Background: an optimization exercise with open tools, aiming at small area. Do not read the settings as production practice.
Function was checked by simulation only, so behaviour that the tests miss may differ from the original.
Power figures rest on the tool's default switching activity, not on a simulated workload.

File: flow/design.v
`default_nettype none
module core_top (
	input  logic        clk_i,
	input  logic        rst_n_i,
	input  logic        fetch_enable_i,
	output logic        instr_req_o,
	output logic [31:0] instr_addr_o,
	input  logic        instr_gnt_i,
	input  logic        instr_rvalid_i,
	input  logic [31:0] instr_rdata_i,
	output logic        data_req_o,
	output logic        data_we_o,
	output logic [31:0] data_addr_o,
	output logic [31:0] data_wdata_o,
	input  logic        data_gnt_i,
	input  logic        data_rvalid_i,
	input  logic [31:0] data_rdata_i,
	output logic        core_busy_o
);
	localparam logic [3:0] S_CLR   = 4'd0;   
	localparam logic [3:0] S_IDLE  = 4'd1;
	localparam logic [3:0] S_FREQ  = 4'd2;   
	localparam logic [3:0] S_FWAIT = 4'd3;   
	localparam logic [3:0] S_RDY1  = 4'd4;   
	localparam logic [3:0] S_P1    = 4'd5;   
	localparam logic [3:0] S_P2B   = 4'd6;   
	localparam logic [3:0] S_P2S   = 4'd7;   
	localparam logic [3:0] S_DREQ  = 4'd8;   
	localparam logic [3:0] S_DWAIT = 4'd9;   
	localparam logic [3:0] S_RDY3  = 4'd10;  
	localparam logic [3:0] S_P3    = 4'd11;  
	logic [3:0]  state_q, state_d;
	logic [4:0]  ph_q;
	logic        st_q;      
	logic        neq_q;     
	logic        calu_q;    
	logic        cpc_q;     
	logic [31:0] ir_q;      
	logic [4:0]  rs2_q;     
	logic [31:0] addr_q;    
	logic [31:0] ring_q [0:31];   
	logic [31:0] head;
	wire ph0 = (ph_q == 5'd0);
	wire ph31 = (ph_q == 5'd31);
	wire [6:0] opc = ir_q[6:0];
	wire [2:0] f3  = ir_q[14:12];
	wire [6:0] f7  = ir_q[31:25];
	wire [4:0] rd  = ir_q[11:7];
	wire [4:0] rs1 = ir_q[19:15];
	wire f3_alu = (f3 == 3'b000) | (f3 == 3'b100) | (f3 == 3'b110) | (f3 == 3'b111);
	wire is_lui = (opc == 7'b0110111);
	wire is_opi = (opc == 7'b0010011) & f3_alu;
	wire is_op  = (opc == 7'b0110011) & f3_alu &
		((f7 == 7'b0000000) | ((f7 == 7'b0100000) & (f3 == 3'b000)));
	wire is_ld  = (opc == 7'b0000011) & (f3 == 3'b010);
	wire is_st  = (opc == 7'b0100011) & (f3 == 3'b010);
	wire is_br  = (opc == 7'b1100011) & (f3[2:1] == 2'b00);
	wire is_jal = (opc == 7'b1101111);
	wire in_clr = (state_q == S_CLR);
	wire in_p1  = (state_q == S_P1);
	wire in_p2b = (state_q == S_P2B);
	wire in_p2s = (state_q == S_P2S);
	wire in_p3  = (state_q == S_P3);
	logic [11:0] lo_v;
	logic [19:0] hi_v;
	logic [4:0]  s_v;
	logic        m_lo, m_hi, m_s, imm;
	assign lo_v = ir_q[31:20];
	assign hi_v = ir_q[31:12];
	assign s_v  = ir_q[11:7];
	assign m_lo = lo_v[ph_q[3:0]];
	assign m_hi = hi_v[ph_q - 5'd12];
	assign m_s  = s_v[ph_q[2:0]];
	always_comb begin
		if (is_lui) imm = (ph_q >= 5'd12) ? m_hi : 1'b0;
		else if ((ph_q == 5'd0) && (is_br | is_jal)) imm = 1'b0;
		else if (ph_q <= 5'd4) imm = (is_st | is_br) ? m_s : m_lo;
		else if (ph_q <= 5'd10) imm = m_lo;
		else if (ph_q == 5'd11) imm = is_br ? ir_q[7] : is_jal ? ir_q[20] : ir_q[31];
		else if ((ph_q <= 5'd19) && is_jal) imm = m_hi;
		else imm = ir_q[31];
	end
	wire four = (ph_q == 5'd2);
	always_comb begin
		for (int k = 0; k < 32; k++) head[k] = ring_q[k][0];
	end
	wire pc_bit = head[0];
	logic [31:0] hz;
	assign hz = {head[31:1], 1'b0};
	logic [7:0] a1, b1;
	logic [1:0] a2, b2;
	for (genvar j = 0; j < 8; j++) begin : g_rd1
		assign a1[j] = hz[4*j + rs1[1:0]];
		assign b1[j] = hz[4*j + rs2_q[1:0]];
	end
	for (genvar j = 0; j < 2; j++) begin : g_rd2
		assign a2[j] = a1[4*j + rs1[3:2]];
		assign b2[j] = b1[4*j + rs2_q[3:2]];
	end
	wire rs1_bit = a2[rs1[4]];
	wire rs2_bit = b2[rs2_q[4]];
	wire a = is_jal ? pc_bit : is_lui ? 1'b0 : rs1_bit;
	wire b0 = (is_op | is_br) ? rs2_bit : is_jal ? four : imm;
	wire sub = is_op & ir_q[30];
	wire b = b0 ^ sub;
	wire cin = ph0 ? sub : calu_q;
	wire sum = a ^ b ^ cin;
	wire cout = (a & b) | (a & cin) | (b & cin);
	logic alu;
	always_comb begin
		if (is_op | is_opi) begin
			case (f3)
				3'b100:  alu = a ^ b;
				3'b110:  alu = a | b;
				3'b111:  alu = a & b;
				default: alu = sum;
			endcase
		end else begin
			alu = sum;
		end
	end
	wire taken = neq_q ^ ~f3[0];
	logic inc;
	always_comb begin
		inc = 1'b0;
		if (in_p1) inc = is_jal ? imm : is_br ? 1'b0 : four;
		if (in_p2b) inc = taken ? imm : four;
	end
	wire cpc_in = ph0 ? 1'b0 : cpc_q;
	wire pc_sum = pc_bit ^ inc ^ cpc_in;
	wire pc_in = in_clr ? 1'b0 : pc_sum;
	wire rf_we = (in_p1 & (is_lui | is_opi | is_op | is_jal)) | (in_p3 & ~st_q);
	wire wbit = in_clr ? 1'b0 : in_p3 ? addr_q[0] : alu;
	always_ff @(posedge clk_i) begin
		ring_q[0] <= {pc_in, ring_q[0][31:1]};
	end
	logic [3:0] wen_hi;
	logic [7:0] wen_lo;
	for (genvar i = 0; i < 4; i++) begin : g_whi
		assign wen_hi[i] = in_clr | (rf_we & (rd[4:3] == i));
	end
	for (genvar i = 0; i < 8; i++) begin : g_wlo
		assign wen_lo[i] = in_clr | (rd[2:0] == i);
	end
	for (genvar k = 1; k < 32; k++) begin : g_rf
		wire wen = wen_hi[k >> 3] & wen_lo[k & 7];
		always_ff @(posedge clk_i) begin
			ring_q[k] <= {wen ? wbit : ring_q[k][0], ring_q[k][31:1]};
		end
	end
	wire running = in_clr | in_p1 | in_p2b | in_p3;
	wire [3:0] go = fetch_enable_i ? S_FREQ : S_IDLE;
	always_comb begin
		state_d = state_q;
		case (state_q)
			S_CLR:   if (ph31) state_d = go;
			S_IDLE:  if (fetch_enable_i) state_d = S_FREQ;
			S_FREQ:  if (instr_gnt_i) state_d = S_FWAIT;
			S_FWAIT: if (instr_rvalid_i) state_d = ph31 ? S_P1 : S_RDY1;
			S_RDY1:  if (ph31) state_d = S_P1;
			S_P1:    if (ph31) state_d = is_br ? S_P2B : is_st ? S_P2S :
					is_ld ? S_DREQ : go;
			S_P2B:   if (ph31) state_d = go;
			S_P2S:   if (ph31) state_d = S_DREQ;
			S_DREQ:  if (data_gnt_i) state_d = S_DWAIT;
			S_DWAIT: if (data_rvalid_i) state_d = ph31 ? S_P3 : S_RDY3;
			S_RDY3:  if (ph31) state_d = S_P3;
			S_P3:    if (ph31) state_d = go;
			default: state_d = S_CLR;
		endcase
	end
	always_ff @(posedge clk_i or negedge rst_n_i) begin
		if (!rst_n_i) begin
			state_q <= S_CLR;
			ph_q    <= 5'd0;
		end else begin
			state_q <= state_d;
			ph_q    <= ph_q + 5'd1;
		end
	end
	always_ff @(posedge clk_i) begin
		calu_q <= cout;
		cpc_q  <= (pc_bit & inc) | (pc_bit & cpc_in) | (inc & cpc_in);
		if (in_p1) neq_q <= (ph0 ? 1'b0 : neq_q) | (a ^ b);
		if (in_p1 & ph31) st_q <= is_st;
		if (state_q == S_FWAIT & instr_rvalid_i) begin
			ir_q  <= instr_rdata_i;
			rs2_q <= instr_rdata_i[24:20];
		end else if (in_p2s) begin
			ir_q <= {rs2_bit, ir_q[31:1]};
		end
		if (state_q == S_DWAIT & data_rvalid_i) begin
			addr_q <= data_rdata_i;
		end else if (running) begin
			addr_q <= {(in_p1 & (is_ld | is_st)) ? alu : pc_in, addr_q[31:1]};
		end
	end
	assign instr_req_o  = (state_q == S_FREQ);
	assign instr_addr_o = addr_q;
	assign data_req_o   = (state_q == S_DREQ);
	assign data_we_o    = st_q;
	assign data_addr_o  = addr_q;
	assign data_wdata_o = ir_q;
	assign core_busy_o  = (state_q != S_IDLE);
endmodule
`default_nettype wire
File: flow/flow/run.sh
#!/bin/bash
set -euo pipefail
export BUFFER_PORTS_ARGS="-buffer_cell sky130_fd_sc_hd__buf_1"
export CTS_ARGS="-sink_clustering_enable -repair_clock_nets -dont_use_dummy_load -buf_list sky130_fd_sc_hd__clkbuf_8 -sink_clustering_size 20 -sink_clustering_max_diameter 50"
bash standard.sh > standard_flow.log 2>&1
File: flow/standard.sh
#!/bin/bash
# synth_recipe.tcl (not shown) runs the flow's synth.tcl, then flattens the netlist and writes it again
# the make line also repeats each setting of config.mk as NAME=value (left out here)
make -C /OpenROAD-flow-scripts/flow DESIGN_CONFIG=/design/flow/config.mk WORK_HOME=/design/flow/orfs CLKGATE_MAP_FILE= SYNTH_SCRIPT=/design/flow/synth_recipe.tcl "${@:-finish}"
File: flow/config.mk
export PLATFORM = sky130hd
export DESIGN_NAME = core_top
export DESIGN_NICKNAME = core_top
export VERILOG_FILES = /design/flow/design.v
export SDC_FILE = /design/flow/constraint.sdc
export NUM_CORES = 4
export LEC_CHECK = 0
export ABC_AREA = 1
export CAP_MARGIN = 20
export CELL_PAD_IN_SITES_DETAIL_PLACEMENT = 0
export CELL_PAD_IN_SITES_GLOBAL_PLACEMENT = 0
export CORE_MARGIN = 2
export CORE_UTILIZATION = 60
export PLACE_DENSITY = 0.7
export SLEW_MARGIN = 20
File: flow/constraint.sdc
create_clock -name core_clock -period 10.0 [get_ports {clk_i}]
set_input_delay 2.0000 -clock core_clock [delete_from_list [all_inputs] [get_ports {clk_i}]]
set_output_delay 2.0000 -clock core_clock [all_outputs]
set_load 0.01 [all_outputs]
==> out/qor.yml, run 1 <==
cts:
  clock_sinks: 1106
  worst_skew_pair.late_latency_ns: 0.68
  h-tree-depth: 3
  cts_repair_resize_count: 0
  post_cts.repair.setup_buffers: 0
  cts_tree: "yes"
  clk_pin_slew_ns: 0.11
  cts-buffers-inserted: 71
  cts_buffer_depth: 3
  root_buffer: "clkbuf_8"
  cts_hold_buf: 0
sta:
  final_max_slew_viol_count: 0
  worst_slew_margin_rel_pct: 39.1
  timing.final.ws_setup_ns: 6.18
  tightestPinTransition_ns: 0.913
  timing_hold_violations_final: 0
  setup_viol: 0
  fmax_mhz: 262
  finalCritPeriodShare_pct: 38.2
  setup_repair_after_global_routing_missed_its_margin: "no"
  sum_of_negative_setup_slack_ns: 0
  skew_ns: 0.0973
  min_period_ns: 3.82
logic_synthesis:
  synth.ff_latch_count: 1106
  ys.warnings.count: 2
  yosysUniqueCellTypes: 51
  netlist_instances: 1884
  seq_area_frac_synth_pct: 85.8
  syn-cell-area_um2: 26700
  synth_area_per_cell_um2: 14.2
place:
  placed_cells_incl_taps: 2587
  finalWeightedCongestion: 0.890
  preCtsSetupSlack_ns: 5.94
  numPortBuffers: 170
  dp.final_hpwl_mm: 27.7
layout:
  drive_gt1_share_pct: 5.95
  layout_common_cells: "dfxtp_1, nand2_1, buf_1"
  mostFrequentLayoutCell: "dfxtp_1"
  layout.cells.non_filler: 2659
  area_delta_synth_final_pct: 7.44
  final_net_count: 2151
die:
  rows: 77
  core_um2: 44000
  top_level_ports: 171
  floorplan.die.width_um: 215
  die_area_um2: 46200
  chipHeight_um: 215
  floorplan.initialDensity_pct: 60.6
power_and_ir_drop:
  design_power_total_mw: 8.13
  p_per_area_nw_per_um2: 284
  switching_share_pct: 25.5
  power.clock.fraction_pct: 22.4
  p_int_mw: 6.06
  p_leak_nw: 11.6
  max-vdd-ir-drop_v: 0.000195
  switching_power_mw: 2.07
  combPwrFrac_pct: 10.9
  share_seq_of_total_power_pct: 66.7
worst_setup_path:
  worstSetupEndpointType: "flip-flop"
  path_max_fanout: 31
  critical-path-top-cell-by-count: "nand2_1"
  worst_ep_required_time_ns: 10.57
  timing.critical_path.slowest_stage_cell: "edfxtp_1"
  worstSetupStartpointType: "flip-flop"
  critPathKind: "reg -> reg"
  cp_data_arrival_time_ns: 4.39
  cpPeakStageDelay_ns: 0.72
routing:
  routed-via-count: 12500
  drt_iter0_drc: 877
  post_drt_via_cell_ratio: 4.71
  postRouteAntennaNets: 0
  total_wirelength_of_the_detailed_routed_design_mm: 42.1
  detail_route.drc_violations: 0
  firstDrtPassIters: 5
  wire_per_inst_um: 15.8
global_route:
  globalRouteOverflowTotal: 0
  grt_antenna_before_repair: 1
  global_route.usage.total_pct: 18.5
  grt_start_max_net_pins: 57
  wire_length_of_the_first_global_routing_pass_mm: 65.7
  number_of_global_route_vias_before_repair: 12100
run_status:
  outcome: "no timing/DRC/antenna violations"
run:
  max-cap-violations: 0
hold_path:
  min_path_type: "reg -> reg"
[worst max-delay path, delay by kind of cell (launching register included)]
kind,cells,cell delay (ns)
compound gates,1,0.16
fa+ha+maj,1,0.54
buf+inv,2,0.70
flops,1,0.72
mux,1,0.11
simple gates,22,1.56
[layout make-up]
type	count	area, µm²
Antenna cell	1	2.50
Tap cell	592	741
Sequential cell	1106	22900
Timing Repair Buffer	175	676
Clock buffer	71	977
Inverter	82	308
Multi-Input combinational cell	632	3080
Fill cell	3216	15400
[per-layer routing]
metal,wire length (µm),share of wire (%),track usage (%)
met1,20600,49,26.7
met2,17600,42,27.0
met3,2380,5.6,4.53
met4,1570,3.7,7.43
met5,0,0,0
[cells in the mapped netlist, drive strengths merged]
cell type / number / share of area (%)
ha: 10 / 0.47
o221ai: 10 / 0.35
a311oi: 2 / 0.066
edfxtp: 71 / 8.0
dfrtp: 9 / 0.84
and3: 1 / 0.042
o21ai: 85 / 1.6
inv: 81 / 1.1
mux2i: 1 / 0.038
xor2: 2 / 0.066
o22ai: 9 / 0.26
fa: 2 / 0.15
o31ai: 1 / 0.028
a41oi: 1 / 0.033
a21oi: 20 / 0.38
nor3: 5 / 0.13
mux2: 1 / 0.042
nor4: 2 / 0.070
a2111oi: 1 / 0.033
nor3b: 1 / 0.047
o211ai: 4 / 0.11
dfxtp: 1026 / 77
clkinv: 1 / 0.014
nand2: 327 / 4.7
buf: 49 / 1.4
nand4: 10 / 0.34
nor2: 61 / 0.94
a31oi: 1 / 0.023
a211oi: 2 / 0.075
nand3: 71 / 1.4
o32ai: 1 / 0.033
clkbuf: 15 / 0.21
xnor2: 1 / 0.033
[kinds of logic (layout without fill, tap and decap cells)]
family / Yosys count / after routing / synth area share [%]
buffers and inverters: 146 / 328 / 2.71
other: 0 / 1 / 0
AND/OR/NAND/NOR: 478 / 478 / 7.70
multiplexers: 2 / 2 / 0.0797
flip-flops: 1106 / 1106 / 85.8
XOR/XNOR: 3 / 3 / 0.0985
adder cells (fa/ha/maj): 12 / 12 / 0.619
AO/OA/AOI/OAI: 137 / 137 / 3.00
[state kept, by name, indices dropped and copies added, names as in the netlist]
register and count:
ring_q 1024, addr_q 32, ir_q 32, ph_q 5, rs2_q 5, state_q 4
calu_q 1, cpc_q 1, neq_q 1, st_q 1
[path summary, 6_finish.rpt]
check / to / slack [ns] / cells after the start / from
worst max-delay path: ring_q[22][31] / 6.18 / 27 / ir_q[15]
worst min-delay path: ring_q[0][0] / 0.27 / 0 / ring_q[0][1]
worst max register to register: ring_q[22][31] / 6.18 / 27 / ir_q[15]
worst min register to register: ring_q[0][0] / 0.27 / 0 / ring_q[0][1]
max in group asynchronous: ph_q[3] / 8.04 / 1 / rst_n_i
min in group asynchronous: ph_q[0] / 1.41 / 1 / rst_n_i
[through the flow]
stage               hold slack [ns]  util, %  area (µm²)
global placement              0.309     62.9       27700
finish                        0.270     65.1       28700
detailed placement            0.312     62.9       27700
floorplan                     0.310        -       26700
CTS                           0.257     65.1       28700
global route                  0.266     65.1       28700
[power groups by stage]
| stage | registers, mW | clock network, mW | logic, mW |
|---|---|---|---|
| floorplan | 5.46 | 0 | 0.654 |
| global placement | 5.51 | 0 | 0.870 |
| detailed placement | 5.53 | 0 | 0.885 |
| CTS | 5.44 | 1.89 | 0.887 |
| global route | 5.49 | 2.05 | 0.984 |
| finish | 5.42 | 1.82 | 0.888 |
==> run 2: changes to the inputs <==
--- a/flow/design.v
+++ b/flow/design.v
@@ -1,2 +1,54 @@
+`default_nettype none
+module rf_ring (
+	input  logic clk_i,
+	input  logic wen_i,
+	input  logic wbit_i,
+	output logic head_o
+);
+	logic [31:0] q;
+	always_ff @(posedge clk_i) begin
+		q <= {wen_i ? wbit_i : q[0], q[31:1]};
+	end
+	assign head_o = q[0];
+endmodule
+module rf_rmux (
+	input  logic [31:0] v_i,
+	input  logic [4:0]  sel_i,
+	output logic        o
+);
+	assign o = v_i[sel_i];
+endmodule
+module sh_reg (
+	input  logic        clk_i,
+	input  logic        ld_i,
+	input  logic [31:0] pin_i,
+	input  logic        sh_i,
+	input  logic        sin_i,
+	output logic [31:0] q_o
+);
+	always_ff @(posedge clk_i) begin
+		if (ld_i) q_o <= pin_i;
+		else if (sh_i) q_o <= {sin_i, q_o[31:1]};
+	end
+endmodule
+module rf_wdec (
+	input  logic [4:0]  rd_i,
+	input  logic        we_i,
+	input  logic        all_i,
+	output logic [31:1] wen_o
+);
+	logic [3:0] hi;
+	logic [7:0] lo;
+	for (genvar i = 0; i < 4; i++) begin : g_hi
+		assign hi[i] = all_i | (we_i & (rd_i[4:3] == i));
+	end
+	for (genvar i = 0; i < 8; i++) begin : g_lo
+		assign lo[i] = all_i | (rd_i[2:0] == i);
+	end
+	for (genvar k = 1; k < 32; k++) begin : g_w
+		assign wen_o[k] = hi[k >> 3] & lo[k & 7];
+	end
+endmodule
+`default_nettype wire
 `default_nettype none
 module core_top (
@@ -39,7 +91,7 @@
 	logic [4:0]  rs2_q;     
 	logic [31:0] addr_q;    
-	logic [31:0] ring_q [0:31];   
-	logic [31:0] head;
+	logic [31:0] head;      
 	wire ph0 = (ph_q == 5'd0);
+	wire ir_ld = (state_q == S_FWAIT) & instr_rvalid_i;
 	wire ph31 = (ph_q == 5'd31);
 	wire [6:0] opc = ir_q[6:0];
@@ -82,22 +134,10 @@
 	end
 	wire four = (ph_q == 5'd2);
-	always_comb begin
-		for (int k = 0; k < 32; k++) head[k] = ring_q[k][0];
-	end
 	wire pc_bit = head[0];
 	logic [31:0] hz;
+	logic rs1_bit, rs2_bit;
 	assign hz = {head[31:1], 1'b0};
-	logic [7:0] a1, b1;
-	logic [1:0] a2, b2;
-	for (genvar j = 0; j < 8; j++) begin : g_rd1
-		assign a1[j] = hz[4*j + rs1[1:0]];
-		assign b1[j] = hz[4*j + rs2_q[1:0]];
-	end
-	for (genvar j = 0; j < 2; j++) begin : g_rd2
-		assign a2[j] = a1[4*j + rs1[3:2]];
-		assign b2[j] = b1[4*j + rs2_q[3:2]];
-	end
-	wire rs1_bit = a2[rs1[4]];
-	wire rs2_bit = b2[rs2_q[4]];
+	rf_rmux u_rmux_a (.v_i(hz), .sel_i(rs1), .o(rs1_bit));
+	rf_rmux u_rmux_b (.v_i(hz), .sel_i(rs2_q), .o(rs2_bit));
 	wire a = is_jal ? pc_bit : is_lui ? 1'b0 : rs1_bit;
 	wire b0 = (is_op | is_br) ? rs2_bit : is_jal ? four : imm;
@@ -132,20 +172,13 @@
 	wire rf_we = (in_p1 & (is_lui | is_opi | is_op | is_jal)) | (in_p3 & ~st_q);
 	wire wbit = in_clr ? 1'b0 : in_p3 ? addr_q[0] : alu;
-	always_ff @(posedge clk_i) begin
-		ring_q[0] <= {pc_in, ring_q[0][31:1]};
-	end
-	logic [3:0] wen_hi;
-	logic [7:0] wen_lo;
-	for (genvar i = 0; i < 4; i++) begin : g_whi
-		assign wen_hi[i] = in_clr | (rf_we & (rd[4:3] == i));
-	end
-	for (genvar i = 0; i < 8; i++) begin : g_wlo
-		assign wen_lo[i] = in_clr | (rd[2:0] == i);
-	end
+	logic [31:0] pc_q;
+	always_ff @(posedge clk_i) begin
+		pc_q <= {pc_in, pc_q[31:1]};
+	end
+	assign head[0] = pc_q[0];
+	logic [31:1] wen;
+	rf_wdec u_wdec (.rd_i(rd), .we_i(rf_we), .all_i(in_clr), .wen_o(wen));
 	for (genvar k = 1; k < 32; k++) begin : g_rf
-		wire wen = wen_hi[k >> 3] & wen_lo[k & 7];
-		always_ff @(posedge clk_i) begin
-			ring_q[k] <= {wen ? wbit : ring_q[k][0], ring_q[k][31:1]};
-		end
+		rf_ring u_ring (.clk_i(clk_i), .wen_i(wen[k]), .wbit_i(wbit), .head_o(head[k]));
 	end
 	wire running = in_clr | in_p1 | in_p2b | in_p3;
@@ -184,16 +217,11 @@
 		if (in_p1) neq_q <= (ph0 ? 1'b0 : neq_q) | (a ^ b);
 		if (in_p1 & ph31) st_q <= is_st;
-		if (state_q == S_FWAIT & instr_rvalid_i) begin
-			ir_q  <= instr_rdata_i;
-			rs2_q <= instr_rdata_i[24:20];
-		end else if (in_p2s) begin
-			ir_q <= {rs2_bit, ir_q[31:1]};
-		end
-		if (state_q == S_DWAIT & data_rvalid_i) begin
-			addr_q <= data_rdata_i;
-		end else if (running) begin
-			addr_q <= {(in_p1 & (is_ld | is_st)) ? alu : pc_in, addr_q[31:1]};
-		end
-	end
+		if (ir_ld) rs2_q <= instr_rdata_i[24:20];
+	end
+	sh_reg u_ir (.clk_i(clk_i), .ld_i(ir_ld), .pin_i(instr_rdata_i), .sh_i(in_p2s),
+		.sin_i(rs2_bit), .q_o(ir_q));
+	sh_reg u_addr (.clk_i(clk_i), .ld_i((state_q == S_DWAIT) & data_rvalid_i),
+		.pin_i(data_rdata_i), .sh_i(running),
+		.sin_i((in_p1 & (is_ld | is_st)) ? alu : pc_in), .q_o(addr_q));
 	assign instr_req_o  = (state_q == S_FREQ);
 	assign instr_addr_o = addr_q;
--- a/flow/config.mk
+++ b/flow/config.mk
@@ -14,2 +14,3 @@
 export PLACE_DENSITY = 0.7
 export SLEW_MARGIN = 20
+export SYNTH_HIERARCHICAL = 1
==> run 2 against run 1 <==
Net effect: register-to-register slack gained 0.07 ns; routed wire length shrank 3.3%; sequential share of layout area shrank 0.64 points; non-clock buffer count shrank 3; hold slack lost 0.032 ns; maximum frequency shrank 1.0%; critical path type is now reg -> out; final cell count grew 3.5%; combinational power shrank 6.4%; still clean on timing, DRC and antenna; power grew 0.54%; setup slack lost 0.039 ns; highest routed layer unchanged; largest power group unchanged; critical path depth shrank 22.
==> out/qor.yml, run 2 <==
sta:
  skew_ns: 0.107
  fmax_mhz: 259
  setup_repair_after_global_routing_missed_its_margin: "no"
  worst_slew_margin_rel_pct: 39.9
  final_max_slew_viol_count: 0
  setup_viol: 0
  timing.final.ws_setup_ns: 6.14
  tightestPinTransition_ns: 0.899
  finalCritPeriodShare_pct: 38.6
  timing_hold_violations_final: 0
  min_period_ns: 3.86
  sum_of_negative_setup_slack_ns: 0
cts:
  cts_hold_buf: 0
  cts_repair_resize_count: 0
  cts_tree: "yes"
  cts-buffers-inserted: 71
  cts_buffer_depth: 3
  worst_skew_pair.late_latency_ns: 0.66
  h-tree-depth: 3
  clock_sinks: 1106
  root_buffer: "clkbuf_8"
  post_cts.repair.setup_buffers: 0
  clk_pin_slew_ns: 0.11
hold_path:
  min_path_type: "reg -> reg"
layout:
  layout.cell_area.non_filler_um2: 28900
  registers.top_by_ff_count: "g_rf.u_ring.q"
  drive_gt1_share_pct: 6.16
  mostFrequentLayoutCell: "dfxtp_1"
  layout_common_cells: "dfxtp_1, nand2_1, buf_1"
  utilization_after_layout_pct: 65.2
  area_delta_synth_final_pct: 6.91
  final_net_count: 2243
  largest_reg_flops: 992
  filler_cell_count: 3261
worst_setup_path:
  worst_ep_required_time_ns: 8.00
  cp_data_arrival_time_ns: 1.86
  path_max_fanout: 4
  reg2reg_slack_ns: 6.25
  critPathKind: "reg -> out"
  worstSetupStartpointType: "flip-flop"
  worstSetupEndpointType: "output pin"
power_and_ir_drop:
  share_seq_of_total_power_pct: 67.7
  combPwrFrac_pct: 10.2
  p_per_area_nw_per_um2: 283
  max-vdd-ir-drop_v: 0.000190
  p_int_mw: 6.14
  power.clock.fraction_pct: 22.2
  design_power_total_mw: 8.18
  switching_share_pct: 24.9
  p_leak_nw: 11.9
  switching_power_mw: 2.04
logic_synthesis:
  syn-cell-area_um2: 27000
  yosysUniqueCellTypes: 49
  ys.warnings.count: 9
  synth.ff_latch_count: 1106
  dominantRegCellSynth: "dfxtp_1"
  synth_area_per_cell_um2: 13.7
  synth-edff-count: 71
  yosys-top-cells-area: "dfxtp_1, edfxtp_1, nand2_1"
  async_flop_share_pct: 0.814
  netlist_instances: 1975
  yosysMostFrequentCell: "dfxtp_1"
  netlist.area_leader.share_pct: 76.0
  seq_area_frac_synth_pct: 84.7
  synth_common_cells: "dfxtp_1, nand2_1, inv_1"
  yosysTopAreaCell: "dfxtp_1"
routing:
  drt_iter0_drc: 657
  postRouteAntennaNets: 0
  wire_per_inst_um: 14.8
  detail_route.drc_violations: 0
  routed-via-count: 12800
  total_wirelength_of_the_detailed_routed_design_mm: 40.7
  post_drt_via_cell_ratio: 4.64
  firstDrtPassIters: 5
die:
  chipHeight_um: 216
  rows: 77
  floorplan.die.width_um: 216
  die_area_um2: 46800
  core_um2: 44300
  floorplan.initialDensity_pct: 61.0
  top_level_ports: 171
global_route:
  wire_length_of_the_first_global_routing_pass_mm: 65.2
  number_of_global_route_vias_before_repair: 12400
  grt_antenna_before_repair: 2
  grt_start_max_net_pins: 40
  global_route.usage.total_pct: 17.9
  globalRouteOverflowTotal: 0
run_status:
  outcome: "no timing/DRC/antenna violations"
place:
  dp.final_hpwl_mm: 26.9
  place_area_um2: 27900
  finalWeightedCongestion: 0.820
  preCtsSetupSlack_ns: 5.92
  numPortBuffers: 170
run:
  max-cap-violations: 0
==> run 2: cell type report <==
class	count	area, µm²	area share [%]
Antenna cell	1	2.50	0.00866
Clock buffer	71	977	3.38
Inverter	103	407	1.41
Multi-Input combinational cell	706	3230	11.2
Sequential cell	1106	22900	79.2
Tap cell	592	741	2.56
Timing Repair Buffer	172	653	2.26
==> run 2: modules after synthesis, one instance, submodules excluded <==
module,cell area [µm²],times used
rf_rmux,375,2
rf_ring,656,31
rf_wdec,251,1
sh_reg,1400,2
core_top,2910,1
==> run 2: metal layers <==
layer / global-route usage [%] / share of wire, %
met3: 3.90 / 4.3
met4: 7.31 / 3.2
met2: 26.2 / 43
met5: 0 / 0
met1: 26.1 / 50
==> run 2: stage by stage <==
stage                     std cells  hold slack, ns
final                          2751           0.237
after global routing           2751           0.227
after CTS                      2750           0.235
after detailed placement       2679           0.312
after global placement         2679           0.310
after floorplan                1976           0.310
==> run 2: path summary, 6_finish.rpt <==
path	startpoint	depth (start not counted)	end
worst min-delay path	pc_q[25]	0	pc_q[24]
worst max register to register	ph_q[0]	20	g_rf[29].u_ring.q[31]
min in group asynchronous	rst_n_i	1	state_q[3]
worst max-delay path	state_q[3]	5	data_req_o
worst min register to register	pc_q[25]	0	pc_q[24]
max in group asynchronous	rst_n_i	1	ph_q[3]
==> run 2: cell families (layout without fill, tap and decap cells) <==
group,Yosys count,in the layout,share of synthesized area (%)
DFF,1106,1106,84.7
and+or+nand+nor,607,607,9.40
buffers and inverters,164,346,3.44
AOI/OAI and AO/OA,80,80,1.68
adders and majority gates,12,12,0.611
xor gates and xnor gates,3,3,0.0972
muxes,2,2,0.0740
other,1,3,0.0139
==> run 2: critical path, stage by stage, from the launching register on <==
cell     delay, ns
dfrtp_1       0.42
inv_1         0.05
nor2_1        0.17
inv_1         0.10
nor2_1        0.26
buf_1         0.19
==> run 2: power by group through the flow <==
stage / Sequential (mW) / Clock (mW) / Combinational, mW
2_1_floorplan: 5.55 / 0 / 0.629
3_3_place_gp: 5.61 / 0 / 0.808
3_5_place_dp: 5.63 / 0 / 0.835
4_1_cts: 5.54 / 1.89 / 0.837
5_1_grt: 5.61 / 2.05 / 0.945
6_report: 5.53 / 1.82 / 0.831
==> run 3: changes to the inputs <==
--- a/flow/config.mk
+++ b/flow/config.mk
@@ -14,3 +14,2 @@
 export PLACE_DENSITY = 0.7
 export SLEW_MARGIN = 20
-export SYNTH_HIERARCHICAL = 1
==> run 3 against run 2 <==
Net effect: routed wire length up 3.1%; largest cell class unchanged; first-iteration DRC count up 18%; sequential cell count unchanged; critical path type is now reg -> reg; via count down 5.3%.
==> out/qor.yml, run 3 <==
logic_synthesis:
  syn-cell-area_um2: 26500
  yosysTopAreaCell: "dfxtp_1"
  netlist_instances: 1770
  netlist.area_leader.share_pct: 77.6
  dominantRegCellSynth: "dfxtp_1"
  yosysUniqueCellTypes: 44
  yosys-top-cells-area: "dfxtp_1, edfxtp_1, nand2_1"
  synth.ff_latch_count: 1106
  ys.warnings.count: 3
  synth-edff-count: 71
  yosysMostFrequentCell: "dfxtp_1"
  seq_area_frac_synth_pct: 86.5
  async_flop_share_pct: 0.814
  synth_area_per_cell_um2: 15.0
  synth_common_cells: "dfxtp_1, nand2_1, inv_1"
layout:
  drive_gt1_share_pct: 7.11
  register_area_um2: 22900
  area_delta_synth_final_pct: 7.56
  mostFrequentLayoutCell: "dfxtp_1"
  filler_cell_count: 3131
  layout.cell_area.non_filler_um2: 28500
  largest_reg_flops: 992
  utilization_after_layout_pct: 65.7
  layout_common_cells: "dfxtp_1, buf_1, nand2_1"
  final_net_count: 2039
  multi_input_area_um2: 2870
  registers.top_by_ff_count: "g_rf.u_ring.q"
cts:
  root_buffer: "clkbuf_8"
  cts_hold_buf: 0
  post_cts.repair.setup_buffers: 0
  cts_tree: "yes"
  worst_skew_pair.late_latency_ns: 0.67
  h-tree-depth: 3
  cts-buffers-inserted: 71
  clock_sinks: 1106
  cts_repair_resize_count: 0
  cts_buffer_depth: 3
  clk_pin_slew_ns: 0.11
power_and_ir_drop:
  p_per_area_nw_per_um2: 299
  p_leak_nw: 11.3
  max-vdd-ir-drop_v: 0.000225
worst_setup_path:
  worst_ep_required_time_ns: 10.48
  timing.critical_path.slowest_stage_cell: "edfxtp_1"
  path_max_fanout: 31
  cpPeakStageDelay_ns: 0.56
  cp_data_arrival_time_ns: 4.31
  worstSetupStartpointType: "flip-flop"
  critPathKind: "reg -> reg"
  critical-path-top-cell-by-count: "nand2_1"
  worstSetupEndpointType: "flip-flop"
run:
  max-cap-violations: 0
routing:
  post_drt_via_cell_ratio: 4.76
  detail_route.drc_violations: 0
  routed-via-count: 12100
  firstDrtPassIters: 5
  total_wirelength_of_the_detailed_routed_design_mm: 42.0
  postRouteAntennaNets: 0
  wire_per_inst_um: 16.5
  drt_iter0_drc: 775
global_route:
  grt_start_max_net_pins: 62
  wire_length_of_the_first_global_routing_pass_mm: 65.1
  globalRouteOverflowTotal: 0
  grt_antenna_before_repair: 1
  global_route.usage.total_pct: 18.4
  number_of_global_route_vias_before_repair: 11900
sta:
  min_period_ns: 3.84
  tightestPinTransition_ns: 0.823
  timing.final.ws_setup_ns: 6.16
  skew_ns: 0.110
  sum_of_negative_setup_slack_ns: 0
  timing_hold_violations_final: 0
  final_max_slew_viol_count: 0
  setup_repair_after_global_routing_missed_its_margin: "no"
  fmax_mhz: 261
  setup_viol: 0
  finalCritPeriodShare_pct: 38.4
  worst_slew_margin_rel_pct: 44.8
place:
  place_area_um2: 27500
  numPortBuffers: 170
  finalWeightedCongestion: 0.866
  preCtsSetupSlack_ns: 5.88
  dp.final_hpwl_mm: 27.9
hold_path:
  min_path_type: "reg -> reg"
die:
  chipHeight_um: 214
  floorplan.initialDensity_pct: 61.1
  floorplan.die.width_um: 214
  core_um2: 43400
  rows: 76
  die_area_um2: 45800
  top_level_ports: 171
run_status:
  outcome: "no timing/DRC/antenna violations"
==> run 3: cell types whose count changed in the layout (fill, tap and decap cells not counted), moves of 19 or more <==
cell,delta
nand2_1,-296
o21ai_0,+24
a31oi_1,+30
mux2_2,+32
nand2_2,-19
a21oi_1,+55
nand3_1,-35
==> run 3: power by group <==
part | switching, mW | total (mW) | internal, mW
registers | 0.319 | 5.79 | 5.47
logic | 0.632 | 0.904 | 0.273
clock network | 1.18 | 1.83 | 0.642
total | 2.13 | 8.52 | 6.38
==> run 3: area by class of cell <==
class | count | area share (%)
inverter | 90 | 1.19
sequential | 1106 | 80.4
multi-input combinational | 513 | 10.1
timing repair buffer | 174 | 2.35
clock buffer | 71 | 3.43
antenna | 1 | 0.00879
tap | 585 | 2.57
==> run 3: final timing paths <==
check | startpoint | endpoint | slack, ns | depth (start not counted)
min in group asynchronous | rst_n_i | ph_q[2] | 1.40 | 1
min reg2reg | g_rf[3].u_ring.q[3] | g_rf[3].u_ring.q[2] | 0.30 | 0
max reg2reg | u_ir.q_o[15] | g_rf[18].u_ring.q[31] | 6.16 | 29
max | u_ir.q_o[15] | g_rf[18].u_ring.q[31] | 6.16 | 29
min | g_rf[3].u_ring.q[3] | g_rf[3].u_ring.q[2] | 0.30 | 0
max in group asynchronous | rst_n_i | ph_q[3] | 8.03 | 1
==> run 3: cells by family (layout without fill, tap and decap cells) <==
group | after synthesis | in the layout | synth area share (%)
DFF | 1106 | 1106 | 86.5
and+or+nand+nor | 257 | 257 | 4.19
AOI/OAI and AO/OA | 209 | 209 | 4.49
buffers and inverters | 151 | 335 | 2.76
muxes | 32 | 32 | 1.36
adders and majority gates | 12 | 12 | 0.624
xor gates and xnor gates | 3 | 3 | 0.0993
other | 0 | 1 | 0
==> run 3: stage by stage <==
stage          hold slack, ns  total power [mW]  cells
6_report                0.301              8.52   2540
3_5_place_dp            0.312              6.79   2468
3_3_place_gp            0.310              6.76   2468
4_1_cts                 0.303              8.60   2539
5_1_grt                 0.313              8.93   2539
2_1_floorplan           0.310              6.46   1770
==> run 3: per-layer routing <==
| metal | GRT usage [%] | vias up | routed length [µm] |
|---|---|---|---|
| li1 | - | 6002 | - |
| met1 | 25.8 | 5610 | 20100 |
| met2 | 28.1 | 376 | 18200 |
| met4 | 6.94 | 0 | 1350 |
| met5 | 0 | - | 0 |
| met3 | 4.26 | 90 | 2350 |
==> run 3: worst max-delay path: cells and delay by family (launching register included) <==
family	cells	cell delay (ns)
flip-flops	1	0.56
AO/OA/AOI/OAI	6	1.10
AND/OR/NAND/NOR	20	1.32
adder cells (fa/ha/maj)	1	0.16
buffers and inverters	2	0.57
==> run 4: changes to the inputs <==
==> flow/flow/run.sh (replaced) <==
#!/bin/bash
set -euo pipefail
export BUFFER_PORTS_ARGS="-buffer_cell sky130_fd_sc_hd__buf_1"
export CTS_ARGS="-sink_clustering_enable -repair_clock_nets -dont_use_dummy_load -buf_list sky130_fd_sc_hd__clkbuf_4 -sink_clustering_size 12 -sink_clustering_max_diameter 30"
bash standard.sh > standard_flow.log 2>&1
==> run 4 against run 3 <==
Net effect: still clean on timing, DRC and antenna; critical path depth decreased by 25; power grew 0.19%; cell area rose by 0.20%; area after synthesis stayed put; first-iteration DRC count decreased by 0.13%; synthesized cell count unchanged; sequential cell count unchanged; die area unchanged; sequential power about the same; critical endpoint is now instr_req_o; largest cell class unchanged.
==> out/qor.yml, run 4 <==
global_route:
  global_route.usage.total_pct: 19.1
  grt_start_max_net_pins: 62
  globalRouteOverflowTotal: 0
  grt_antenna_before_repair: 2
  wire_length_of_the_first_global_routing_pass_mm: 66.7
  number_of_global_route_vias_before_repair: 12400
worst_setup_path:
  timing.critical_path.cells: "nor2_1 -> inv_1 -> nor2_1 -> buf_1"
  timing.critical_path.slowest_stage_cell: "dfrtp_1"
  critPathKind: "reg -> out"
  cp_data_arrival_time_ns: 2.12
  worstSetupEndpointType: "output pin"
  reg2reg_slack_ns: 6.15
  critical_path.top_delay_family: "flip-flops"
  crit-reg2reg-capture: "g_rf[26].u_ring.q[31]"
  worst_ep_required_time_ns: 8.00
  critical-path-top-cell-by-count: "nor2_1"
  crit-reg2reg-launch: "u_ir.q_o[15]"
  worstSetupStartpointType: "flip-flop"
  cpPeakStageDelay_ns: 0.43
  critical_path_depth: 4
  worst_r2r_path_depth: 29
  path_max_fanout: 4
  critPathBufInv: 2
die:
  top_level_ports: 171
  floorplan.initialDensity_pct: 61.1
  rows: 76
  core_um2: 43400
  chipHeight_um: 214
  die_area_um2: 45800
  floorplan.die.width_um: 214
logic_synthesis:
  netlist.area_leader.share_pct: 77.6
  yosysMostFrequentCell: "dfxtp_1"
  yosysTopAreaCell: "dfxtp_1"
  syn-cell-area_um2: 26500
  dominantRegCellSynth: "dfxtp_1"
  async_flop_share_pct: 0.814
  synth_common_cells: "dfxtp_1, nand2_1, inv_1"
  synth-edff-count: 71
  seq_area_frac_synth_pct: 86.5
  yosysUniqueCellTypes: 44
  synth.ff_latch_count: 1106
  yosys-top-cells-area: "dfxtp_1, edfxtp_1, nand2_1"
  netlist_instances: 1770
  ys.warnings.count: 3
  synth_area_per_cell_um2: 15.0
run:
  max-cap-violations: 0
sta:
  fmax_mhz: 242
  timing.final.ws_setup_ns: 5.88
  final_max_slew_viol_count: 0
  timing_hold_violations_final: 0
  worst_slew_margin_rel_pct: 44.4
  sum_of_negative_setup_slack_ns: 0
  skew_ns: 0.0927
  setup_viol: 0
  min_period_ns: 4.12
  setup_repair_after_global_routing_missed_its_margin: "no"
  tightestPinTransition_ns: 0.830
  finalCritPeriodShare_pct: 41.2
cts:
  h-tree-depth: 4
  cts_repair_resize_count: 0
  clock_sinks: 1106
  cts_buffer_depth: 3
  post_cts.repair.setup_buffers: 0
  cts_hold_buf: 0
  root_buffer: "clkbuf_4"
  cts-buffers-inserted: 136
  worst_skew_pair.late_latency_ns: 0.98
  cts_tree: "yes"
  clk_pin_slew_ns: 0.11
layout:
  final_net_count: 2104
  layout_common_cells: "dfxtp_1, buf_1, nand2_1"
  area_delta_synth_final_pct: 7.77
  mostFrequentLayoutCell: "dfxtp_1"
  drive_gt1_share_pct: 10.1
  largest_reg_flops: 992
  registers.top_by_ff_count: "g_rf.u_ring.q"
routing:
  post_drt_via_cell_ratio: 4.81
  firstDrtPassIters: 5
  detail_route.drc_violations: 0
  total_wirelength_of_the_detailed_routed_design_mm: 42.4
  wire_per_inst_um: 16.3
  routed-via-count: 12600
  drt_iter0_drc: 774
  postRouteAntennaNets: 0
place:
  dp.final_hpwl_mm: 27.9
  preCtsSetupSlack_ns: 5.88
  numPortBuffers: 170
  finalWeightedCongestion: 0.866
run_status:
  outcome: "no timing/DRC/antenna violations"
hold_path:
  min_path_type: "reg -> reg"
  hold-path-cell-count: 0
  hold-path-endpoint: "g_rf[13].u_ring.q[29]"
  hold_path.startpoint: "g_rf[13].u_ring.q[30]"
power_and_ir_drop:
  p_leak_nw: 11.4
  max-vdd-ir-drop_v: 0.000191
  design_power_total_mw: 8.53
  p_per_area_nw_per_um2: 299
-- run 4: cell counts after synthesis --
No cell type changed its count.
-- run 4: power by group --
| part | switching (mW) | internal (mW) | leakage, nW | total, mW |
|---|---|---|---|---|
| registers | 0.317 | 5.47 | 9.11 | 5.79 |
| logic | 0.632 | 0.273 | 1.66 | 0.905 |
| clock network | 1.21 | 0.627 | 0.626 | 1.84 |
| total | 2.16 | 6.37 | 11.4 | 8.53 |
-- run 4: area by class of cell --
class                           count  area (µm²)
Antenna cell                        6        15.0
Clock buffer                      136        1020
Fill cell                        3177       14800
Inverter                           90         338
Multi-Input combinational cell    513        2870
Sequential cell                  1106       22900
Tap cell                          585         732
Timing Repair Buffer              174         668
-- run 4: how the worst max path moves through the flow --
stage,from,to
final,state_q[2],instr_req_o
after global routing,u_ir.q_o[15],g_rf[3].u_ring.q[31]
after CTS,state_q[2],instr_req_o
after detailed placement,instr_rvalid_i,u_ir.q_o[4]
after global placement,instr_rvalid_i,u_ir.q_o[4]
after floorplan,data_rvalid_i,u_addr.q_o[0]
-- run 4: cells by family (layout without fill, tap and decap cells) --
family / Yosys count / after routing / share of synthesized area [%]
compound gates: 209 / 209 / 4.49
xor+xnor: 3 / 3 / 0.0993
fa+ha+maj: 12 / 12 / 0.624
buf+inv: 151 / 400 / 2.76
flops: 1106 / 1106 / 86.5
mux: 32 / 32 / 1.36
other cells: 0 / 6 / 0
simple gates: 257 / 257 / 4.19
-- run 4: per-stage QoR --
step	hold WS (ns)	cells	area, µm²	util (%)
6_report	0.253	2610	28500	65.8
5_1_grt	0.244	2607	28500	65.8
4_1_cts	0.258	2604	28500	65.8
3_5_place_dp	0.312	2468	27500	63.4
3_3_place_gp	0.310	2468	27500	63.4
2_1_floorplan	0.310	1770	26500	-
-- run 4: per-layer routing --
layer,share of wire [%],wire (µm),up-vias,GRT usage [%]
li1,-,-,6207,-
met1,47,20000,5840,25.8
met2,44,18700,407,28.6
met3,6.1,2580,96,6.47
met4,2.7,1160,0,7.31
met5,0,0,-,0
-- run 4: worst register-to-register path, delay by kind of cell, from the launching register on --
kind,cells,cell delay [ns]
AOI/OAI and AO/OA,6,1.08
adders and majority gates,1,0.16
buffers and inverters,2,0.57
DFF,1,0.56
and+or+nand+nor,20,1.33
==> run 5: changes to the inputs <==
==> flow/flow/run.sh (replaced) <==
#!/bin/bash
set -euo pipefail
export BUFFER_PORTS_ARGS="-buffer_cell sky130_fd_sc_hd__buf_1"
export CTS_ARGS="-sink_clustering_enable -repair_clock_nets -dont_use_dummy_load -buf_list {sky130_fd_sc_hd__clkbuf_4 sky130_fd_sc_hd__clkbuf_8 sky130_fd_sc_hd__clkbuf_16} -sink_clustering_size 20 -sink_clustering_max_diameter 50"
bash standard.sh > standard_flow.log 2>&1
==> run 5 against run 4 <==
Net effect: critical path depth up 25; sequential share of layout area down 2.0 points; first-iteration DRC count increased by 6.2%; maximum frequency grew 7.4%; combinational power barely moved; area after synthesis is the same; critical path type is now reg -> reg; largest cell class unchanged; largest power group unchanged; highest routed layer unchanged.
==> out/qor.yml, run 5 <==
global_route:
  globalRouteOverflowTotal: 0
  wire_length_of_the_first_global_routing_pass_mm: 69.2
  grt_start_max_net_pins: 62
  grt_antenna_before_repair: 2
  number_of_global_route_vias_before_repair: 12400
  global_route.usage.total_pct: 19.7
die:
  core_um2: 43400
  floorplan.initialDensity_pct: 61.1
  top_level_ports: 171
  floorplan.die.width_um: 214
  rows: 76
  chipHeight_um: 214
  die_area_um2: 45800
cts:
  clk_pin_slew_ns: 0.08
  post_cts.repair.setup_buffers: 0
  worst_skew_pair.late_latency_ns: 0.62
  cts_buffer_depth: 3
  cts-buffers-inserted: 71
  cts_hold_buf: 0
  cts_tree: "yes"
  cts_repair_resize_count: 0
  h-tree-depth: 3
  root_buffer: "clkbuf_16"
  clock_sinks: 1106
worst_setup_path:
  worstSetupStartpointType: "flip-flop"
  cp_data_arrival_time_ns: 4.26
  worst_ep_required_time_ns: 10.42
  timing.critical_path.slowest_stage_cell: "edfxtp_1"
  cpPeakStageDelay_ns: 0.56
  critical-path-top-cell-by-count: "nand2_1"
  path_max_fanout: 31
  worstSetupEndpointType: "flip-flop"
  critPathKind: "reg -> reg"
place:
  placed_cells_incl_taps: 2468
  numPortBuffers: 170
  preCtsSetupSlack_ns: 5.88
  dp.final_hpwl_mm: 27.9
  place_area_um2: 27500
  finalWeightedCongestion: 0.866
sta:
  fmax_mhz: 260
  tightestPinTransition_ns: 0.826
  setup_repair_after_global_routing_missed_its_margin: "no"
  finalCritPeriodShare_pct: 38.4
  skew_ns: 0.0958
  setup_viol: 0
  worst_slew_margin_rel_pct: 44.5
  sum_of_negative_setup_slack_ns: 0
  timing_hold_violations_final: 0
  timing.final.ws_setup_ns: 6.16
  final_max_slew_viol_count: 0
  min_period_ns: 3.84
routing:
  post_drt_via_cell_ratio: 4.84
  firstDrtPassIters: 7
  routed-via-count: 12300
  detail_route.drc_violations: 0
  wire_per_inst_um: 17.5
  postRouteAntennaNets: 0
  drt_iter0_drc: 822
  total_wirelength_of_the_detailed_routed_design_mm: 44.5
logic_synthesis:
  netlist.area_leader.share_pct: 77.6
  ys.warnings.count: 3
  synth_area_per_cell_um2: 15.0
  netlist_instances: 1770
  synth-edff-count: 71
  seq_area_frac_synth_pct: 86.5
  async_flop_share_pct: 0.814
  dominantRegCellSynth: "dfxtp_1"
  synth_common_cells: "dfxtp_1, nand2_1, inv_1"
  yosysTopAreaCell: "dfxtp_1"
  syn-cell-area_um2: 26500
  synth.ff_latch_count: 1106
  yosysUniqueCellTypes: 44
  yosys-top-cells-area: "dfxtp_1, edfxtp_1, nand2_1"
  yosysMostFrequentCell: "dfxtp_1"
layout:
  area_delta_synth_final_pct: 10.6
  layout.cell_area.non_filler_um2: 29300
  registers.top_by_ff_count: "g_rf.u_ring.q"
  final_net_count: 2039
  utilization_after_layout_pct: 67.5
  mostFrequentLayoutCell: "dfxtp_1"
  layout_common_cells: "dfxtp_1, buf_1, nand2_1"
  drive_gt1_share_pct: 7.11
  largest_reg_flops: 992
  layout.cells.non_filler: 2541
run:
  max-cap-violations: 0
power_and_ir_drop:
  p_leak_nw: 11.6
  p_per_area_nw_per_um2: 316
  max-vdd-ir-drop_v: 0.000270
hold_path:
  min_path_type: "reg -> reg"
run_status:
  outcome: "no timing/DRC/antenna violations"
run 5: where the power goes:
| part | switching, mW | leakage (nW) | internal (mW) | total [mW] |
|---|---|---|---|---|
| registers | 0.334 | 9.11 | 5.47 | 5.81 |
| logic | 0.630 | 1.66 | 0.273 | 0.902 |
| clock network | 1.29 | 0.875 | 1.26 | 2.55 |
run 5: worst max-delay path, delay by kind of cell (launching register included):
family,cells,cell delay [ns]
compound gates,6,1.10
fa+ha+maj,1,0.16
buf+inv,2,0.56
flops,1,0.56
simple gates,20,1.32
run 5: final timing paths:
check | depth (start not counted) | slack, ns | from | to
max | 29 | 6.16 | u_ir.q_o[15] | g_rf[18].u_ring.q[31]
min | 0 | 0.30 | g_rf[5].u_ring.q[29] | g_rf[5].u_ring.q[28]
max reg2reg | 29 | 6.16 | u_ir.q_o[15] | g_rf[18].u_ring.q[31]
min reg2reg | 0 | 0.30 | g_rf[5].u_ring.q[29] | g_rf[5].u_ring.q[28]
max in group asynchronous | 1 | 7.99 | rst_n_i | ph_q[3]
min in group asynchronous | 1 | 1.48 | rst_n_i | ph_q[2]
run 5: logic make-up (layout without fill, tap and decap cells):
group,after synthesis,in the layout,share of synthesized area [%]
DFF,1106,1106,86.5
and+or+nand+nor,257,257,4.19
AOI/OAI and AO/OA,209,209,4.49
buffers and inverters,151,335,2.76
muxes,32,32,1.36
adders and majority gates,12,12,0.624
xor gates and xnor gates,3,3,0.0993
other,0,2,0
run 5: per-stage QoR:
step                      hold slack, ns  power [mW]
after floorplan                    0.310        6.46
after global placement             0.310        6.76
after detailed placement           0.312        6.79
after CTS                          0.296        9.36
after global routing               0.301        9.68
final                              0.305        9.26
run 5: final cells by class:
type	count	area [µm²]
Clock buffer	71	1780
Inverter	90	338
Multi-Input combinational cell	513	2870
Antenna cell	2	5.00
Fill cell	3053	14100
Sequential cell	1106	22900
Timing Repair Buffer	174	668
Tap cell	585	732
run 5: metal layers:
| metal | GRT usage (%) | share of wire, % |
|---|---|---|
| met4 | 6.92 | 3.2 |
| met3 | 4.27 | 5.5 |
| met2 | 31.7 | 46 |
| met1 | 26.7 | 46 |
| met5 | 0 | 0 |
==> run 6: changes to the inputs <==
==> flow/flow/run.sh (replaced) <==
#!/bin/bash
set -euo pipefail
export BUFFER_PORTS_ARGS="-buffer_cell sky130_fd_sc_hd__buf_1"
export CTS_ARGS="-sink_clustering_enable -repair_clock_nets -dont_use_dummy_load -buf_list sky130_fd_sc_hd__clkbuf_8 -sink_clustering_size 22 -sink_clustering_max_diameter 50"
bash standard.sh > standard_flow.log 2>&1
--- a/flow/config.mk
+++ b/flow/config.mk
@@ -6,5 +6,5 @@
 export NUM_CORES = 4
 export LEC_CHECK = 0
-export ABC_AREA = 1
+export ABC_AREA = 0
 export CAP_MARGIN = 20
 export CELL_PAD_IN_SITES_DETAIL_PLACEMENT = 0
==> run 6 against run 5 <==
Net effect: still clean; die area up 0.45%; via count down 5.9%; final cell count down 5.5%; sequential cell count unchanged; core utilization down 2.6 points; non-clock buffer count up 2; maximum frequency down 22%; cell area down 2.4%; clock skew down 0.0023 ns; global-route usage down 1.8 points; critical path depth down 15; power down 6.2%.
==> out/qor.yml, run 6 <==
run_status:
  outcome: "no timing/DRC/antenna violations"
cts:
  clk_pin_slew_ns: 0.12
  clock_sinks: 1106
  h-tree-depth: 3
  root_buffer: "clkbuf_8"
  cts_buffer_depth: 3
  post_cts.repair.setup_buffers: 0
  cts_tree: "yes"
  cts_repair_resize_count: 0
  cts-buffers-inserted: 68
  cts_hold_buf: 0
  worst_skew_pair.late_latency_ns: 0.68
layout:
  largest_reg_flops: 992
  final_net_count: 1894
  registers.top_by_ff_count: "g_rf.u_ring.q"
  layout.cells.non_filler: 2401
  drive_gt1_share_pct: 9.12
  mostFrequentLayoutCell: "dfxtp_1"
  area_delta_synth_final_pct: 7.39
  n_antenna_cell: 0
  filler_cell_count: 3104
  utilization_after_layout_pct: 64.9
  layout_common_cells: "dfxtp_1, buf_1, nand2_1"
global_route:
  grt_antenna_before_repair: 2
  globalRouteOverflowTotal: 0
  global_route.usage.total_pct: 17.9
  number_of_global_route_vias_before_repair: 11500
  grt_start_max_net_pins: 34
  wire_length_of_the_first_global_routing_pass_mm: 63.2
power_and_ir_drop:
  max-vdd-ir-drop_v: 0.000189
  p_per_area_nw_per_um2: 304
  p_leak_nw: 11.2
sta:
  timing.final.ws_setup_ns: 5.07
  fmax_mhz: 203
  finalCritPeriodShare_pct: 49.3
  min_period_ns: 4.93
  worst_slew_margin_rel_pct: 47.6
  timing_hold_violations_final: 0
  tightestPinTransition_ns: 0.771
  final_max_slew_viol_count: 0
  setup_repair_after_global_routing_missed_its_margin: "no"
  skew_ns: 0.0935
  sum_of_negative_setup_slack_ns: 0
  setup_viol: 0
hold_path:
  hold_path.startpoint: "g_rf[3].u_ring.q[23]"
  min_path_type: "reg -> reg"
  hold-path-endpoint: "g_rf[3].u_ring.q[22]"
  hold-path-cell-count: 0
logic_synthesis:
  yosys-top-cells-area: "dfxtp_1, edfxtp_1, mux2_2"
  synth.ff_latch_count: 1106
  dominantRegCellSynth: "dfxtp_1"
  ys.warnings.count: 3
  yosysUniqueCellTypes: 63
  async_flop_share_pct: 0.814
  synth_common_cells: "dfxtp_1, nand2_1, edfxtp_1"
  netlist.area_leader.share_pct: 77.2
  synth_area_per_cell_um2: 16.2
  yosysMostFrequentCell: "dfxtp_1"
  syn-cell-area_um2: 26600
  netlist_instances: 1639
  seq_area_frac_synth_pct: 86.1
  yosysTopAreaCell: "dfxtp_1"
  synth-edff-count: 71
place:
  placed_cells_incl_taps: 2333
  numPortBuffers: 170
  dp.final_hpwl_mm: 26.4
  finalWeightedCongestion: 0.848
  preCtsSetupSlack_ns: 5.00
worst_setup_path:
  worst_r2r_path_depth: 14
  timing.critical_path.cells: "inv_1 -> ha_1 -> or4b_2 -> o21ai_0 -> o21ai_0 -> o31ai_1 -> a21oi_1 -> o21a_1 -> ha_1 -> a22oi_1 -> mux2i_1 -> mux2i_2 -> nor2_2 -> mux2_2"
  crit-reg2reg-capture: "g_rf[24].u_ring.q[31]"
  critPathKind: "reg -> reg"
  cpPeakStageDelay_ns: 0.79
  worstSetupStartpointType: "flip-flop"
  worstSetupEndpointType: "flip-flop"
  crit_path_launch: "ph_q[2]"
  worst_ep_required_time_ns: 10.51
  reg2reg_slack_ns: 5.07
  timing.critical_path.slowest_stage_cell: "dfrtp_1"
  cp_data_arrival_time_ns: 5.44
  crit-reg2reg-launch: "ph_q[2]"
  path_max_fanout: 20
die:
  chipHeight_um: 215
  core_um2: 44000
  die_area_um2: 46000
  rows: 77
  floorplan.die.width_um: 215
  top_level_ports: 171
  floorplan.initialDensity_pct: 60.4
routing:
  wire_per_inst_um: 16.9
  drt_iter0_drc: 914
  detail_route.drc_violations: 0
  post_drt_via_cell_ratio: 4.82
  total_wirelength_of_the_detailed_routed_design_mm: 40.7
  postRouteAntennaNets: 0
  firstDrtPassIters: 5
  routed-via-count: 11600
run:
  max-cap-violations: 0
[run 6: changes by cell type after synthesis, moves of 13 or more]
cell | before | now
inv_2 | 13 | 0
nand2_1 | 143 | 124
o21ai_0 | 65 | 22
a21oi_1 | 66 | 12
nor2b_1 | 0 | 13
mux2_2 | 32 | 56
o31ai_1 | 1 | 14
clkbuf_1 | 13 | 30
nand3_1 | 41 | 21
nor2_1 | 46 | 26
mux4_2 | 0 | 23
inv_1 | 75 | 17
[run 6: final cells by class]
class                      count  area, µm²  area share, %
inverter                      18       67.6          0.237
multi-input combinational    441       3220           11.3
timing repair buffer         176        703           2.46
sequential                  1106      22900           80.2
clock buffer                  68        936           3.28
tap                          592        741           2.59
[run 6: stage by stage]
stage               cell area, µm²  hold slack [ns]  power [mW]
finish                       28600            0.239        8.69
global route                 28600            0.222        9.09
CTS                          28600            0.229        8.77
detailed placement           27600            0.312        7.00
global placement             27600            0.310        6.94
floorplan                    26600            0.310        6.64
[run 6: worst max-delay path: cells and delay by family (launching register included)]
kind,cells,cell delay [ns]
flops,1,0.79
simple gates,2,0.95
fa+ha+maj,2,0.69
mux,3,1.12
compound gates,6,0.95
buf+inv,1,0.26
[run 6: worst max-delay path by stage]
stage	cells after the start	slack [ns]	to
after floorplan	2	5.30	u_ir.q_o[0]
after global placement	13	5.14	g_rf[25].u_ring.q[31]
after detailed placement	13	5.00	g_rf[24].u_ring.q[31]
after CTS	13	4.89	g_rf[24].u_ring.q[31]
after global routing	14	4.70	g_rf[24].u_ring.q[31]
final	14	5.07	g_rf[24].u_ring.q[31]
[run 6: kinds of logic (layout without fill, tap and decap cells)]
group,Yosys count,in the layout,share of synthesized area (%)
DFF,1106,1106,86.1
and+or+nand+nor,238,238,4.21
AOI/OAI and AO/OA,100,100,2.47
buffers and inverters,92,262,1.86
muxes,87,87,4.63
adders and majority gates,12,12,0.621
xor gates and xnor gates,4,4,0.132
[run 6: report_power, final]
part	internal (mW)	switching [mW]	total (mW)
clock	0.616	1.17	1.78
sequential	5.61	0.445	6.05
combinational	0.349	0.498	0.847
[run 6: metal layers]
| metal | GRT usage, % | vias to the layer above | part of all wire [%] |
|---|---|---|---|
| met5 | 0 | - | 0.032 |
| met4 | 7.04 | 2 | 3.2 |
| met3 | 5.29 | 100 | 6.0 |
| met2 | 25.9 | 240 | 43 |
| met1 | 25.5 | 5582 | 48 |
| li1 | - | 5651 | - |
==> run 7: changes to the inputs <==
--- a/flow/config.mk
+++ b/flow/config.mk
@@ -6,5 +6,5 @@
 export NUM_CORES = 4
 export LEC_CHECK = 0
-export ABC_AREA = 0
+export ABC_AREA = 1
 export CAP_MARGIN = 20
 export CELL_PAD_IN_SITES_DETAIL_PLACEMENT = 0
==> run 7 against run 6 <==
Net effect: still clean; area after synthesis fell by 0.46%; first-iteration DRC count fell by 8.6%; clock skew up 0.018 ns; register-to-register slack improved by 1.1 ns; highest routed layer is now met4.
==> out/qor.yml, run 7 <==
run_status:
  outcome: "no timing/DRC/antenna violations"
worst_setup_path:
  critical-path-top-cell-by-count: "nand2_1"
  crit-reg2reg-launch: "u_ir.q_o[15]"
  worst_ep_required_time_ns: 10.45
  critPathKind: "reg -> reg"
  crit-reg2reg-capture: "g_rf[18].u_ring.q[31]"
  timing.critical_path.slowest_stage_cell: "edfxtp_1"
  path_max_fanout: 31
  worst_r2r_path_depth: 29
  cpPeakStageDelay_ns: 0.57
  cp_data_arrival_time_ns: 4.31
  worstSetupEndpointType: "flip-flop"
  reg2reg_slack_ns: 6.14
  endpoint: "g_rf[18].u_ring.q[31]"
  crit_path_launch: "u_ir.q_o[15]"
  worstSetupStartpointType: "flip-flop"
layout:
  layout.cells.non_filler: 2537
  mostFrequentLayoutCell: "dfxtp_1"
  final_net_count: 2036
  largest_reg_flops: 992
  registers.top_by_ff_count: "g_rf.u_ring.q"
  drive_gt1_share_pct: 6.97
  layout_common_cells: "dfxtp_1, buf_1, nand2_1"
  area_delta_synth_final_pct: 7.40
  filler_cell_count: 3132
  layout.cell_area.non_filler_um2: 28400
die:
  floorplan.die.width_um: 214
  rows: 76
  chipHeight_um: 214
  floorplan.initialDensity_pct: 61.1
  top_level_ports: 171
  core_um2: 43400
  die_area_um2: 45800
cts:
  clock_sinks: 1106
  h-tree-depth: 3
  cts_tree: "yes"
  worst_skew_pair.late_latency_ns: 0.65
  root_buffer: "clkbuf_8"
  cts_buffer_depth: 3
  cts_repair_resize_count: 0
  post_cts.repair.setup_buffers: 0
  clk_pin_slew_ns: 0.12
  cts_hold_buf: 0
  cts-buffers-inserted: 68
logic_synthesis:
  synth_common_cells: "dfxtp_1, nand2_1, inv_1"
  syn-cell-area_um2: 26500
  ys.warnings.count: 3
  yosys-top-cells-area: "dfxtp_1, edfxtp_1, nand2_1"
  async_flop_share_pct: 0.814
  yosysUniqueCellTypes: 44
  yosysTopAreaCell: "dfxtp_1"
  synth_area_per_cell_um2: 15.0
  seq_area_frac_synth_pct: 86.5
  dominantRegCellSynth: "dfxtp_1"
  synth.ff_latch_count: 1106
  netlist_instances: 1770
  yosysMostFrequentCell: "dfxtp_1"
  synth-edff-count: 71
  netlist.area_leader.share_pct: 77.6
sta:
  setup_viol: 0
  min_period_ns: 3.86
  worst_slew_margin_rel_pct: 42.8
  final_max_slew_viol_count: 0
  skew_ns: 0.111
  sum_of_negative_setup_slack_ns: 0
  tightestPinTransition_ns: 0.853
  finalCritPeriodShare_pct: 38.6
  timing.final.ws_setup_ns: 6.14
  fmax_mhz: 259
  timing_hold_violations_final: 0
  setup_repair_after_global_routing_missed_its_margin: "no"
global_route:
  wire_length_of_the_first_global_routing_pass_mm: 64.9
  global_route.usage.total_pct: 18.3
  globalRouteOverflowTotal: 0
  number_of_global_route_vias_before_repair: 11800
  grt_antenna_before_repair: 1
  grt_start_max_net_pins: 62
routing:
  post_drt_via_cell_ratio: 4.78
  firstDrtPassIters: 5
  routed-via-count: 12100
  drt_iter0_drc: 835
  total_wirelength_of_the_detailed_routed_design_mm: 41.8
  postRouteAntennaNets: 0
  wire_per_inst_um: 16.5
  detail_route.drc_violations: 0
place:
  dp.final_hpwl_mm: 27.9
  preCtsSetupSlack_ns: 5.88
  placed_cells_incl_taps: 2468
  place_area_um2: 27500
  numPortBuffers: 170
  finalWeightedCongestion: 0.866
power_and_ir_drop:
  p_leak_nw: 11.3
  p_per_area_nw_per_um2: 298
  max-vdd-ir-drop_v: 0.000223
  share_seq_of_total_power_pct: 68.3
  switching_power_mw: 2.12
  power.clock.fraction_pct: 21.0
  combPwrFrac_pct: 10.7
  design_power_total_mw: 8.48
  p_int_mw: 6.36
  switching_share_pct: 25.0
hold_path:
  min_path_type: "reg -> reg"
run:
  max-cap-violations: 0
-- run 7: cell types whose count changed after synthesis, sizes merged, moves of 18 or more --
cell	change
mux2	-24
nand2	+25
o21ai	+58
mux4	-23
a21oi	+56
nand3	+20
nor2	+21
clkbuf	-18
inv	+71
-- run 7: worst min-delay path by stage --
stage,startpoint,to,slack [ns],cells after the start
floorplan,g_rf[10].u_ring.q[1],g_rf[10].u_ring.q[0],0.31,0
global placement,g_rf[27].u_ring.q[14],g_rf[27].u_ring.q[13],0.31,0
detailed placement,g_rf[12].u_ring.q[22],g_rf[12].u_ring.q[21],0.31,0
finish,g_rf[27].u_ring.q[25],g_rf[27].u_ring.q[24],0.27,0
CTS,g_rf[27].u_ring.q[25],g_rf[27].u_ring.q[24],0.27,0
global route,g_rf[27].u_ring.q[25],g_rf[27].u_ring.q[24],0.27,0
-- run 7: cell type report --
type	count	area (µm²)	area share, %
Multi-Input combinational cell	513	2870	10.1
Inverter	90	338	1.19
Clock buffer	68	936	3.29
Sequential cell	1106	22900	80.5
Tap cell	585	732	2.57
Timing Repair Buffer	174	668	2.35
Antenna cell	1	2.50	0.00880
-- run 7: kinds of logic after synthesis --
family / count (synthesis) / share of synthesized area [%]
AOI/OAI and AO/OA: 209 / 4.49
xor gates and xnor gates: 3 / 0.0993
adders and majority gates: 12 / 0.624
buffers and inverters: 151 / 2.76
DFF: 1106 / 86.5
muxes: 32 / 1.36
and+or+nand+nor: 257 / 4.19
-- run 7: metal layers --
| layer | share of wire (%) | GRT usage (%) |
|---|---|---|
| met5 | 0 | 0 |
| met4 | 3.2 | 7.59 |
| met3 | 5.4 | 3.69 |
| met2 | 44 | 28.0 |
| met1 | 48 | 25.8 |
-- run 7: power by group through the flow --
| stage | clock network [mW] | registers, mW | logic [mW] |
|---|---|---|---|
| global route | 2.00 | 5.88 | 1.00 |
| detailed placement | 0 | 5.89 | 0.903 |
| CTS | 1.86 | 5.80 | 0.906 |
| floorplan | 0 | 5.79 | 0.674 |
| global placement | 0 | 5.87 | 0.893 |
| finish | 1.78 | 5.79 | 0.905 |
-- run 7: stage by stage --
stage                     hold slack, ns  utilization, %
after floorplan                    0.310               -
after global placement             0.310            63.4
after detailed placement           0.312            63.4
after CTS                          0.272            65.6
after global routing               0.270            65.6
final                              0.274            65.6
-- run 7: critical path: cells and delay by family (launching register included) --
kind | cells | cell delay, ns
AND/OR/NAND/NOR | 20 | 1.34
flip-flops | 1 | 0.57
adder cells (fa/ha/maj) | 1 | 0.16
buffers and inverters | 2 | 0.57
AO/OA/AOI/OAI | 6 | 1.08

-- re-timing with driven ports --
Ports are ideal in the flow. The routed layouts listed here were re-timed in OpenROAD. Step 1 (the two cells are an assumption about what drives the block):
set clk [get_ports {clk_i}]
set_driving_cell -lib_cell sky130_fd_sc_hd__clkbuf_16 $clk
set_driving_cell -lib_cell sky130_fd_sc_hd__buf_2 [delete_from_list [all_inputs] $clk]
Step 2 adds t to the input delays and takes it off the output delays; t is the mean of the earliest and latest rising clock arrival at the registers after step 1. Input paths then give back, and output paths get back, about the clock's delay inside the block. Three values: ideal ports, drivers, drivers and shift; two values: the first two.
run	t (ns)	setup WS [ns]	worst data-port slew with drivers (ns)
run 1	0.674	6.176 / 6.176 / 5.906	0.10
run 2	0.666	6.137 / 6.082 / 5.863	0.04
run 3	0.663	6.161 / 6.135 / 5.801	0.07
run 4	0.967	5.876 / 5.828 / 5.808	0.08
run 5	0.622	6.159 / 6.159 / 5.797	0.08
run 6	0.685	5.069 / 5.069 / 5.069	0.05
run 7	0.645	6.142 / 6.137 / 5.811	0.07
After both steps setup and hold are still met in every run listed. The setup slack of run 5, which loses most, moves by 0.000 ns with the drivers and by -0.362 ns with both steps.
